From an optimization exercise on the open Yosys and OpenROAD flow, aimed at small area; shortcuts taken in it are not production practice.
The RTL was checked by simulation tests, not by an equivalence proof against the original design.
No activity file was given, so power comes from the tool's default toggle rates.

--- flow/run.sh ---
#!/bin/bash
# synth_recipe.tcl (not shown) runs the flow's synth.tcl, then flattens the netlist and writes it again
# the make line also repeats each setting of config.mk as NAME=value (left out here)
make -C /OpenROAD-flow-scripts/flow DESIGN_CONFIG=/design/flow/config.mk WORK_HOME=/design/flow/orfs CLKGATE_MAP_FILE= SYNTH_SCRIPT=/design/flow/synth_recipe.tcl finish
--- flow/config.mk ---
export PLATFORM = sky130hd
export DESIGN_NAME = rv_top
export DESIGN_NICKNAME = rv_top
export VERILOG_FILES = /design/flow/design.v
export SDC_FILE = /design/flow/constraint.sdc
export NUM_CORES = 4
export LEC_CHECK = 0
export CAP_MARGIN = 20
export CORE_MARGIN = 2
export CORE_UTILIZATION = 40
export SLEW_MARGIN = 20
--- flow/constraint.sdc ---
create_clock -name core_clock -period 14.0 [get_ports {clk}]
set_input_delay 2.8000 -clock core_clock [delete_from_list [all_inputs] [get_ports {clk}]]
set_output_delay 2.8000 -clock core_clock [all_outputs]
set_load 0.01 [all_outputs]
--- flow/design.v ---
`default_nettype none
package rv_pkg;
    localparam int XLEN = 32;
    typedef logic [XLEN-1:0] word_t;
    typedef logic [4:0]      reg_addr_t;
    localparam word_t RESET_PC = 32'h0000_0000;
    typedef enum logic [6:0] {
        OPC_LOAD   = 7'b0000011,
        OPC_OP_IMM = 7'b0010011,
        OPC_AUIPC  = 7'b0010111,
        OPC_STORE  = 7'b0100011,
        OPC_OP     = 7'b0110011,
        OPC_LUI    = 7'b0110111,
        OPC_BRANCH = 7'b1100011,
        OPC_JALR   = 7'b1100111,
        OPC_JAL    = 7'b1101111,
        OPC_SYSTEM = 7'b1110011
    } opcode_e;
    typedef enum logic [3:0] {
        ALU_ADD,
        ALU_SUB,
        ALU_SLL,
        ALU_SLT,
        ALU_SLTU,
        ALU_XOR,
        ALU_SRL,
        ALU_SRA,
        ALU_OR,
        ALU_AND
    } alu_op_e;
    typedef enum logic [2:0] {
        FMT_R,
        FMT_I,
        FMT_S,
        FMT_B,
        FMT_U,
        FMT_J
    } fmt_e;
    typedef enum logic [1:0] {
        FETCH,
        EXECUTE,
        MEMORY,
        HALT
    } core_state_e;
    typedef struct packed {
        logic       cyc;
        logic       stb;
        logic       we;
        word_t      adr;
        word_t      dat_w;
        logic [3:0] sel;
    } wb_req_t;
    typedef struct packed {
        word_t dat_r;
        logic  ack;
    } wb_rsp_t;
    typedef struct packed {
        alu_op_e    alu_op;
        reg_addr_t  rd;
        reg_addr_t  rs1;
        reg_addr_t  rs2;
        word_t      imm;
        logic [2:0] funct3;
        logic       is_load;
        logic       is_store;
        logic       is_branch;
        logic       is_jal;
        logic       is_jalr;
        logic       is_lui;
        logic       is_auipc;
        logic       use_imm;
        logic       writes_rd;
        logic       is_ebreak;
    } decoded_t;
    typedef struct packed {
        word_t result;
        logic  jump_en;
        word_t jump_target;
    } exec_result_t;
endpackage
`default_nettype wire
`timescale 1ns/1ps
`default_nettype none
module rv_top (
    input  logic        clk,
    input  logic        reset,
    output logic        wb_cyc,
    output logic        wb_stb,
    output logic        wb_we,
    output logic [31:0] wb_adr,
    output logic [31:0] wb_dat_w,
    output logic [3:0]  wb_sel,
    input  logic [31:0] wb_dat_r,
    input  logic        wb_ack,
    output logic        halted
);
    localparam logic [2:0] S_INIT  = 3'd0;   
    localparam logic [2:0] S_FETCH = 3'd1;   
    localparam logic [2:0] S_WAIT1 = 3'd2;   
    localparam logic [2:0] S_EX1   = 3'd3;   
    localparam logic [2:0] S_MEM   = 3'd4;   
    localparam logic [2:0] S_WAIT2 = 3'd5;   
    localparam logic [2:0] S_EX2   = 3'd6;   
    localparam logic [2:0] S_HALT  = 3'd7;
    logic [2:0]  state;
    logic [4:0]  cnt;
    always_ff @(posedge clk or posedge reset) begin
        if (reset) cnt <= 5'd0;
        else        cnt <= cnt + 5'd1;
    end
    wire cnt0  = (cnt == 5'd0);
    wire cnt1  = (cnt == 5'd1);
    wire cnt31 = (cnt == 5'd31);
    wire cnt_ge2 = |cnt[4:1];
    wire in_fetch = (state == S_FETCH);
    wire in_mem   = (state == S_MEM);
    wire fetch_ack = in_fetch & wb_ack;
    wire mem_ack   = in_mem & wb_ack;
    wire r1 = (state == S_EX1) | (fetch_ack & cnt0);
    wire r2 = (state == S_EX2) | (mem_ack & cnt0);
    wire init = (state == S_INIT);
    logic [31:2] ir;
    wire  [31:2] inst = fetch_ack ? wb_dat_r[31:2] : ir;
    always_ff @(posedge clk) ir <= inst;
    wire [4:0] opc = inst[6:2];
    wire [2:0] f3  = inst[14:12];
    wire [4:0] rd  = inst[11:7];
    wire [4:0] rs1 = inst[19:15];
    wire [4:0] rs2 = inst[24:20];
    wire is_load   = ~opc[4] & ~opc[3] & ~opc[2];
    wire is_store  = ~opc[4] &  opc[3] & ~opc[2];
    wire is_ldst   = ~opc[4] & ~opc[2];
    wire is_alu    = ~opc[4] &  opc[2] & ~opc[0];
    wire is_op     = is_alu & opc[3];
    wire is_upper  = ~opc[4] &  opc[2] &  opc[0];
    wire is_lui    = is_upper & opc[3];
    wire is_auipc  = is_upper & ~opc[3];
    wire is_branch =  opc[4] & ~opc[2] & ~opc[0];
    wire is_jump   =  opc[4] &  opc[0];
    wire is_jal    =  opc[1];
    wire is_sys    =  opc[4] &  opc[2];
    wire is_shift  = is_alu & (f3[1:0] == 2'b01);
    wire is_slt    = is_alu & (f3[2:1] == 2'b01);
    wire two_round = is_branch | is_shift | is_slt;
    logic [31:0] imm;
    always_comb begin
        if (is_upper)       imm = {inst[31:12], 12'd0};
        else if (is_jal)    imm = {{12{inst[31]}}, inst[19:12], inst[20], inst[30:21], 1'b0};
        else if (is_branch) imm = {{20{inst[31]}}, inst[7], inst[30:25], inst[11:8], 1'b0};
        else if (is_store)  imm = {{21{inst[31]}}, inst[30:25], inst[11:7]};
        else                imm = {{21{inst[31]}}, inst[30:20]};
    end
    wire imm_bit = imm[cnt];
    logic [31:0] rf [1:31];
    logic [31:0] pcr;
    logic [31:0] head;
    assign head[0] = 1'b0;
    genvar g;
    generate
        for (g = 1; g < 32; g++) begin : g_head
            assign head[g] = rf[g][0];
        end
    endgenerate
    wire rs1_bit = head[rs1];
    wire rs2_bit = head[rs2];
    wire pc_bit  = pcr[0];
    logic c;       
    logic ci;      
    logic t;       
    logic bb;      
    logic [4:0] sh;
    logic [31:0] dbuf;
    wire pc_sel   = (r1 & (is_jal | is_auipc)) | (r2 & is_branch);
    wire zero_sel = is_lui | is_shift;
    wire op1 = pc_sel ? pc_bit : (zero_sel ? 1'b0 : rs1_bit);
    wire op2 = (r1 & (is_op | is_branch)) ? rs2_bit : imm_bit;
    wire sub = r1 & (is_branch | is_slt | (is_shift & ~f3[2]) |
                     (is_op & (f3 == 3'b000) & inst[30]));
    wire sflip = r1 & cnt31 & ((is_branch & ~f3[1]) | (is_slt & ~f3[0]));
    wire op1x = op1 ^ sflip;
    wire op2x = op2 ^ sub ^ sflip;
    wire cin  = cnt0 ? sub : c;
    wire sum  = op1x ^ op2x ^ cin;
    wire cout = (op1x & op2x) | (op1x & cin) | (op2x & cin);
    logic logic_bit;
    always_comb begin
        case (f3[1:0])
            2'b00:   logic_bit = op1 ^ op2;
            2'b10:   logic_bit = op1 | op2;
            default: logic_bit = op1 & op2;
        endcase
    end
    wire alu_bit = (is_alu & f3[2]) ? logic_bit : sum;
    wire inc_bit = pc_bit ^ ci;
    wire t_acc = (t & ~cnt0) | sum;
    wire t_fin = (is_branch & ~f3[2]) ? (~t_acc ^ f3[0]) : (~cout ^ (is_branch & f3[0]));
    always_ff @(posedge clk) begin
        c  <= cout;
        ci <= cnt1 | (ci & pc_bit & ~cnt31);
        if (r1) t <= cnt31 ? t_fin : t_acc;
    end
    always_ff @(posedge clk) begin
        if (r1 & ((is_shift & ~cnt[4] & ~(cnt[3] | (cnt[2] & (cnt[1] | cnt[0]))))
                  | (is_ldst & ~(|cnt[4:1]))))
            sh <= {sum, sh[4:1]};
    end
    wire [1:0] lane = sh[4:3];
    wire [4:0] tap_idx = is_load ? {lane, 3'b000} : sh;
    wire tap = dbuf[tap_idx];
    wire [5:0] wrap_sum = {1'b0, cnt} + {1'b0, sh};
    wire wrap = wrap_sum[5];
    wire shift_fill = f3[2] ? wrap : (~wrap & (|sh));
    wire sh_bit = shift_fill ? (f3[2] & inst[30] & bb) : tap;
    wire st_bit = (f3[1:0] == 2'b00 && |cnt[4:3]) ? dbuf[24] :
                  (f3[1:0] == 2'b01 && cnt[4])             ? dbuf[16] : rs2_bit;
    wire dbuf_in = r2 ? dbuf[0] : (is_store ? st_bit : rs1_bit);
    wire dbuf_sh = (r1 & (is_store | is_shift)) | (r2 & (is_shift | (is_load & ~cnt0)));
    logic lane_w;
    always_comb begin
        case (lane)
            2'd0: lane_w = wb_dat_r[0];
            2'd1: lane_w = wb_dat_r[8];
            2'd2: lane_w = wb_dat_r[16];
            default: lane_w = wb_dat_r[24];
        endcase
    end
    wire ld_ext = (f3[1:0] == 2'b00) ? |cnt[4:3] : (f3[1:0] == 2'b01) ? cnt[4] : 1'b0;
    wire ld_bit = cnt0 ? (mem_ack ? lane_w : bb) :
                  ld_ext ? (~f3[2] & bb) : tap;
    always_ff @(posedge clk) begin
        if (mem_ack)
            dbuf <= {wb_dat_r[0], wb_dat_r[31:1]};
        else if (dbuf_sh)
            dbuf <= {dbuf_in, dbuf[31:1]};
    end
    always_ff @(posedge clk) begin
        if (mem_ack)
            bb <= lane_w;
        else if (r2 & is_load & (cnt == {1'b0, f3[0], 3'b111}))
            bb <= tap;
        else if (r1 & is_shift & cnt31)
            bb <= rs1_bit;
    end
    wire wr1 = (is_alu & ~is_shift & ~is_slt) | is_upper | is_jump;
    wire wr2 = is_load | is_shift | is_slt;
    wire wen = (r1 & wr1) | (r2 & wr2);
    wire wbit = r2 ? (is_load ? ld_bit : is_slt ? (cnt0 & t) : sh_bit)
                   : (is_jump ? inc_bit : alu_bit);
    generate
        for (g = 1; g < 32; g++) begin : g_ring
            always_ff @(posedge clk)
                rf[g] <= {(wen && rd == g) ? wbit : rf[g][0], rf[g][31:1]};
        end
    endgenerate
    wire last = init | (r1 & ~is_ldst & ~two_round) | r2;
    wire npc_alu = is_jump | (is_branch & t);
    wire npc = ~init & (npc_alu ? sum : inc_bit);
    always_ff @(posedge clk)
        pcr <= {last ? (npc & ~cnt0) : pcr[0], pcr[31:1]};
    logic [31:2] adr;
    wire adr_ld = r1 & is_ldst;
    always_ff @(posedge clk) begin
        if ((last | adr_ld) & cnt_ge2)
            adr <= {adr_ld ? sum : npc, adr[31:3]};
    end
    always_ff @(posedge clk or posedge reset) begin
        if (reset) begin
            state <= S_INIT;
        end else begin
            case (state)
                S_INIT:  if (cnt31) state <= S_FETCH;
                S_FETCH: if (wb_ack) state <= cnt0 ? S_EX1 : S_WAIT1;
                S_WAIT1: if (cnt31) state <= S_EX1;
                S_EX1:   if (cnt31) state <= is_sys ? S_HALT :
                                             is_ldst ? S_MEM :
                                             two_round ? S_EX2 : S_FETCH;
                S_MEM:   if (wb_ack) state <= cnt0 ? S_EX2 : S_WAIT2;
                S_WAIT2: if (cnt31) state <= S_EX2;
                S_EX2:   if (cnt31) state <= S_FETCH;
                default: ;
            endcase
        end
    end
    wire [3:0] sel_b = 4'b0001 << lane;
    wire [3:0] sel_h = lane[1] ? 4'b1100 : 4'b0011;
    assign wb_cyc   = in_fetch | in_mem;
    assign wb_stb   = wb_cyc;
    assign wb_we    = in_mem & ~ir[6] & ir[5] & ~ir[4];
    assign wb_adr   = {adr, 2'b00};
    assign wb_dat_w = dbuf;
    assign wb_sel   = ir[13] ? 4'b1111 : ir[12] ? sel_h : sel_b;
    assign halted   = (state == S_HALT);
endmodule
`default_nettype wire
==> flow_summary.ini <==
[timing]
fin_worst_skew_ps = 29.2
setup_viol_count_final = 0
relSlewSlack_pct = 36.8
slew_viol_final = 0
tightest_slew_ps = 946
max_freq_ghz = 0.133
rsz0062_at_grt = no
finalSetupTns_ps = 0
post-route-period-util_pct = 53.6
hold_viol = 0
layout_min_cycle_time_ps = 7500

[detailed_routing]
vias = 13600
routedLengthMet1_mm = 26.0
first_iter_violations = 849
top_layer = met4
viasPerCell = 4.49
wl_met2_mm = 23.6
post-route-drc-count = 0
routed_wl_mm = 53.7
wl_per_cell_um = 17.8
first_pass_iters = 5
wl_met3_mm = 2.67
postRouteAntennaNets = 0

[synth]
synth-seq-cells = 1133
yosys_warnings = 2
postSynth.asyncResetShare_pct = 0.706
syn_area_per_cell_um2 = 15.3
yosys-top-cells-area = dfxtp_1 (75%), edfxtp_1 (7.4%), nand2_1 (2.0%), mux2i_1 (1.1%), o21ai_0 (1.1%)
syn_inst = 1832
synth_edf_count = 69
ys_types = 88
synthFlopType = dfxtp_1
synthesis.area_um2 = 28100
seq_area_frac_synth_pct = 83.4
yosysTopAreaCellShare_pct = 75.3
synth_top_area_cell = dfxtp_1

[floorplan]
core_um2 = 69800
rows = 97
die-height_um = 269
chipWidth_um = 269
initial_core_util_pct = 40.2
dieArea_um2 = 72300
io_pins = 107

[critical_path]
path_max_fanout = 40
startpoint_type = input pin
cpMaxStageDelayCell = fa_1
r2r_slack_ps = 8330
max_stage_delay_ps = 660
worstPathCellList = clkdlybuf4s50_1 -> nand4bb_4 -> buf_4 -> mux2i_4 -> inv_2 -> mux4_2 -> a2bb2oi_1 -> nand4_1 -> nand4_1 -> o22ai_2 -> xor2_1 -> fa_1 -> o21ai_0 -> o21ai_1 -> o21ai_1 -> and3_1 -> buf_4 -> o41ai_1
critPathKind = in2reg
endpoint_kind = register
cp.arrival_ps = 8020
required_ps = 14520
r2r-end = rf[27][31]$_DFF_P_
r2r_cells = 18
rr_startpoint = cnt[0]$_DFF_PP0_

[clock_tree]
cts_hold_buf = 0
clockBufferDepth = 3
ctsResizeCount = 0
cts_sinks = 1133
clock_latency_ps = 660
numCtsBuffers = 103
root_buffer = clkbuf_16
post_cts_buffers = 0
h-tree-depth = 3
cts_tree = built
clkTransAtPathRegs_ps = 60

[placement]
dpl-instance-area_um2 = 30100
hpwl_mm = 34.5
gp_congestion = 0.880
port_buffers = 104

[hold_path]
holdPathEnd = rf[2][10]$_DFF_P_
min_path_cells = 0
hold_start = rf[2][11]$_DFF_P_
hp-class = reg2reg

[global_routing]
grt_pass1_vias = 13400
grt_overflow = 0
antenna_found_initial = 0
grt_max_degree = 41
track_usage_pct = 15.0
grt_pass1_wl_mm = 81.5

[finish]
layout_commonest_cell = dfxtp_1
post-route-util_pct = 48.3
final_cell_area_um2 = 33700
syn2layout_area_growth_pct = 20.1
drive_gt1_share_pct = 12.4
finalNetCount = 2043
final_cell_mix = dfxtp_1 (1056), nand2_1 (153), clkbuf_16 (108)

[pwr]
ir_worst_vdd_mv = 0.122
leakage_nw = 13.2
power.density_nw_per_um2 = 217

[outcome]
status = complete, no violations

[run]
cap_violations = 0
## layout make-up
type | instances | area [µm²]
fill | 5887 | 36100
sequential | 1133 | 23400
multi-input combinational | 609 | 4260
clock buffer | 154 | 3140
tap | 940 | 1180
timing repair buffer | 115 | 1120
clock inverter | 34 | 458
inverter | 34 | 130
antenna | 1 | 2.50
## synthesized netlist by cell type (all sizes together) (3+ instances only)
cell type	number
nand3	32
buf	29
a211oi	10
o2111ai	4
o32ai	3
nor2b	7
o22ai	4
mux2	17
mux2i	41
o21ai	64
clkbuf	28
and3	8
inv	32
nor3	11
o21bai	4
dfrtp	8
nor3b	8
o31ai	7
nand2	153
nand2b	4
mux4	12
nand3b	6
or2	3
a31oi	5
a221oi	6
a311oi	3
ha	11
xor2	3
o221ai	3
dfxtp	1056
a2111oi	3
o211ai	11
o41ai	31
a22oi	4
and2	4
nand4	5
a21oi	35
nor4	4
nor2	40
a21o	6
edfxtp	69
## worst max path at each step
stage	slack (ps)	cells past startpoint	end	start
after floorplan	6150	5	dbuf[0]$_DFFE_PP_	wb_dat_r[5]
after global placement	6000	18	rf[24][31]$_DFF_P_	wb_ack
after detailed placement	5870	18	rf[30][31]$_DFF_P_	wb_ack
after CTS	6500	18	rf[27][31]$_DFF_P_	wb_ack
after global routing	6210	18	rf[18][31]$_DFF_P_	wb_ack
final	6500	18	rf[27][31]$_DFF_P_	wb_ack
## critical path, delay by kind of cell
kind | cells | cell delay [ps]
AND/OR/NAND/NOR | 4 | 680
adder cells (fa/ha/maj) | 1 | 660
buffers and inverters | 4 | 1570
multiplexers | 2 | 970
XOR/XNOR | 1 | 130
AO/OA/AOI/OAI | 6 | 1140
## cells by family (layout without fill, tap and decap cells)
logic type	count (synthesis)	in the layout	share of synthesized area [%]
other	1	3	0.0134
adders and majority gates	12	12	0.562
buffers and inverters	91	337	1.48
xor gates and xnor gates	5	5	0.156
DFF	1133	1133	83.4
muxes	70	70	3.43
AOI/OAI and AO/OA	223	223	5.94
and+or+nand+nor	297	297	4.98
## routing by layer
layer	vias up	track usage [%]
met1	6582	20.9
met5	-	0
met4	0	5.84
met3	88	3.01
li1	6547	-
met2	348	23.0
## stage by stage
stage	setup slack (ps)	std cells	hold slack, ps	total power, W
global placement	6000	2831	310	0.00454
global route	6210	3019	295	0.00764
finish	6500	3020	298	0.00733
detailed placement	5870	2831	312	0.00454
floorplan	6150	1833	310	0.00416
CTS	6500	3019	292	0.00742
## flip-flops by register name, indices dropped and copies added (netlist names), 3 cells and up
signal,count
sh,5
state,3
pcr,32
ir,30
cnt,5
dbuf,32
rf,992
adr,30
## power breakdown
part | total (W) | internal (W) | switching (W)
clock | 0.00285 | 0.00169 | 0.00116
sequential | 0.00352 | 0.00341 | 0.000105
combinational | 0.000954 | 0.000359 | 0.000595
total | 0.00733 | 0.00546 | 0.00186

separate check: timing with driven ports:
Ports are ideal in the flow. The routed layout listed here was re-timed in OpenROAD. Step 1 sets driving cells, clkbuf_16 on the clock port and buf_2 on the other inputs (assumed; they add their load-dependent delay and slew). Step 2 also shifts input and output timing later by t, the mid clock arrival at the registers, as if the neighbouring blocks saw the same clock. Three values: ideal, step 1, step 2; two values: the first two.
t (ns): 0.701
setup slack, ns: 6.498 / 6.527 / 5.826
pins driven straight from the clock port: 1
After both steps this run still meets setup and hold. For this run, drivers alone change the setup slack by +0.029 ns; drivers and shift together by -0.672 ns.
